From an optimization exercise on the open Yosys and OpenROAD flow, aimed at small area; shortcuts taken in it are not production practice. Where RTL was checked, it was by simulation tests only, not by an equivalence proof against the original. Power figures rest on the tool's default switching activity, not on a simulated workload.

==> flow/design.v (excerpt) <==
module fabric_bitstream_loader #(
    parameter int          NUM_ROWS       = 16,
    parameter int          NUM_COLUMNS    = 16,
    parameter int          FRAMES_PER_COL = 20,
    parameter logic [31:0] SYNC_WORD      = 32'hFAB0_FAB1
) (
    input  logic                                clk_i,
    input  logic                                rst_ni,
    input  logic [31:0]                         bitstream_data_i,
    input  logic                                bitstream_valid_i,
    output logic [NUM_ROWS*32-1:0]              frame_data_o,
    output logic [NUM_COLUMNS*FRAMES_PER_COL-1:0] frame_strobe_o,
    output logic                                config_busy_o,
    output logic                                config_done_o,
    output logic                                error_o
);
Size in the first run: about 1,100 flip-flops, roughly 870 I/O pins.
clock: 5.0 ns
lec_check: 0
cap_margin: 20
core_margin: 2
core_utilization: 60
slew_margin: 20
standard.sh (not shown) runs the stock make flow with config.mk's settings and CLKGATE_MAP_FILE= SYNTH_SCRIPT=/design/flow/synth_recipe.tcl, a recipe that flattens the netlist after the stock synthesis.
==> flow/flow/run.sh <==
#!/bin/bash
# Standard ORFS layout (the standard.sh, standard synthesis unchanged) with
# smaller cells for port buffers and larger clock sink clusters.
set -euo pipefail
bash standard.sh \
  "BUFFER_PORTS_ARGS=-buffer_cell sky130_fd_sc_hd__buf_1" \
  "CTS_ARGS=-sink_clustering_enable -repair_clock_nets -dont_use_dummy_load -sink_clustering_size 36 -sink_clustering_max_diameter 60 -buf_list sky130_fd_sc_hd__clkbuf_16" \
  finish > make_finish.log 2>&1
The baseline produced a clean layout.
==> next run, changes <==
==> flow/flow/run.sh (replaced) <==
#!/bin/bash
# Standard ORFS layout (the standard.sh, standard synthesis unchanged) with
# smaller cells for port buffers and larger clock sink clusters.
set -euo pipefail
bash standard.sh \
  "BUFFER_PORTS_ARGS=-buffer_cell sky130_fd_sc_hd__buf_1" \
  "CTS_ARGS=-sink_clustering_enable -repair_clock_nets -dont_use_dummy_load -sink_clustering_size 18 -sink_clustering_max_diameter 50 -buf_list sky130_fd_sc_hd__clkbuf_8" \
  finish > make_finish.log 2>&1
The new run produced a clean layout.
Utilization went down by 0.14 points.
Setup slack degrades by 0.11 ns.
Sequential share of layout area went up by 0.14 points.
Function was not checked in any run of this note: the RTL went through the layout flow alone.

---

fabric_bitstream_loader, a different RTL version from the one above (not shown whole).
Size in the first run: roughly 2400 cells after synthesis, roughly 870 I/O pins.
clock: 5.0 ns
lec_check: 0
cap_margin: 20
core_margin: 2
core_utilization: 60
slew_margin: 20
==> flow/flow/run.sh <==
#!/bin/bash
# Standard ORFS layout (the standard.sh, standard synthesis unchanged) with
# smaller cells for port buffers and larger clock sink clusters.
set -euo pipefail
bash standard.sh \
  "BUFFER_PORTS_ARGS=-buffer_cell sky130_fd_sc_hd__buf_1" \
  "CTS_ARGS=-sink_clustering_enable -repair_clock_nets -dont_use_dummy_load -sink_clustering_size 20 -sink_clustering_max_diameter 70 -buf_list sky130_fd_sc_hd__clkbuf_8" \
  finish > make_finish.log 2>&1
Change:
--- a/flow/flow/run.sh
+++ b/flow/flow/run.sh
@@ -7 +7 @@
-  "CTS_ARGS=-sink_clustering_enable -repair_clock_nets -dont_use_dummy_load -sink_clustering_size 20 -sink_clustering_max_diameter 70 -buf_list sky130_fd_sc_hd__clkbuf_8" \
+  "CTS_ARGS=-sink_clustering_enable -repair_clock_nets -dont_use_dummy_load -sink_clustering_size 20 -sink_clustering_max_diameter 60 -buf_list sky130_fd_sc_hd__clkbuf_8" \
- CORE_UTILIZATION: 60 -> 70
What happened:
- The changed run died in I/O pin placement (3_2_place_iop), error PPL-0024
- synthesized cell count stays the same
- synthesized area stays the same
Change:
- CAP_MARGIN: 20 -> 5
- CORE_UTILIZATION: 70 -> 60
- SLEW_MARGIN: 20 -> 5
Now the flow completed without violations; area after synthesis is unchanged; synthesized cell count is unchanged.
Change:
- CAP_MARGIN: 5 -> 20
- SLEW_MARGIN: 5 -> 20
Result:
- global-route usage stays the same
- hold slack improved by 0.0048 ns
- final area barely changes
- total power is about the same
- critical path depth climbs by 1
- wire length barely changes

afterwards: timing with drivers on the ports:
The results above use ideal ports. As a check the final layouts listed here were re-extracted and re-timed, cells and wires unchanged. Step 1: set_driving_cell puts a clkbuf_16 on clk_i and a buf_2 on each other input, an assumption about the parent block. Step 2 adds t to the input delays and takes it off the output delays; t is the mean of the earliest and latest rising clock arrival at the registers after step 1. Input paths then give back, and output paths get back, about the clock's delay inside the block. Slacks: ideal ports / drivers / drivers and shift; pairs: ideal ports / drivers.
run	t, ns	setup slack, ns	worst hold slack (ns)	worst register clock-pin slew, ns
the first run of note 1	0.679	0.975 / 0.906 / 1.263	0.391 / 0.391 / 0.391	0.12 / 0.12
the second run of note 1	0.695	0.866 / 0.801 / 1.248	0.383 / 0.383 / 0.383	0.11 / 0.11
the first run of note 2	0.759	0.847 / 0.782 / 1.290	0.236 / 0.335 / 0.421	0.12 / 0.12
the third run of note 2	0.752	0.639 / 0.574 / 1.302	0.257 / 0.355 / 0.392	0.12 / 0.12
the fourth run of note 2	0.748	0.835 / 0.770 / 1.286	0.262 / 0.360 / 0.393	0.12 / 0.12
After both steps every run listed still meets setup and hold.
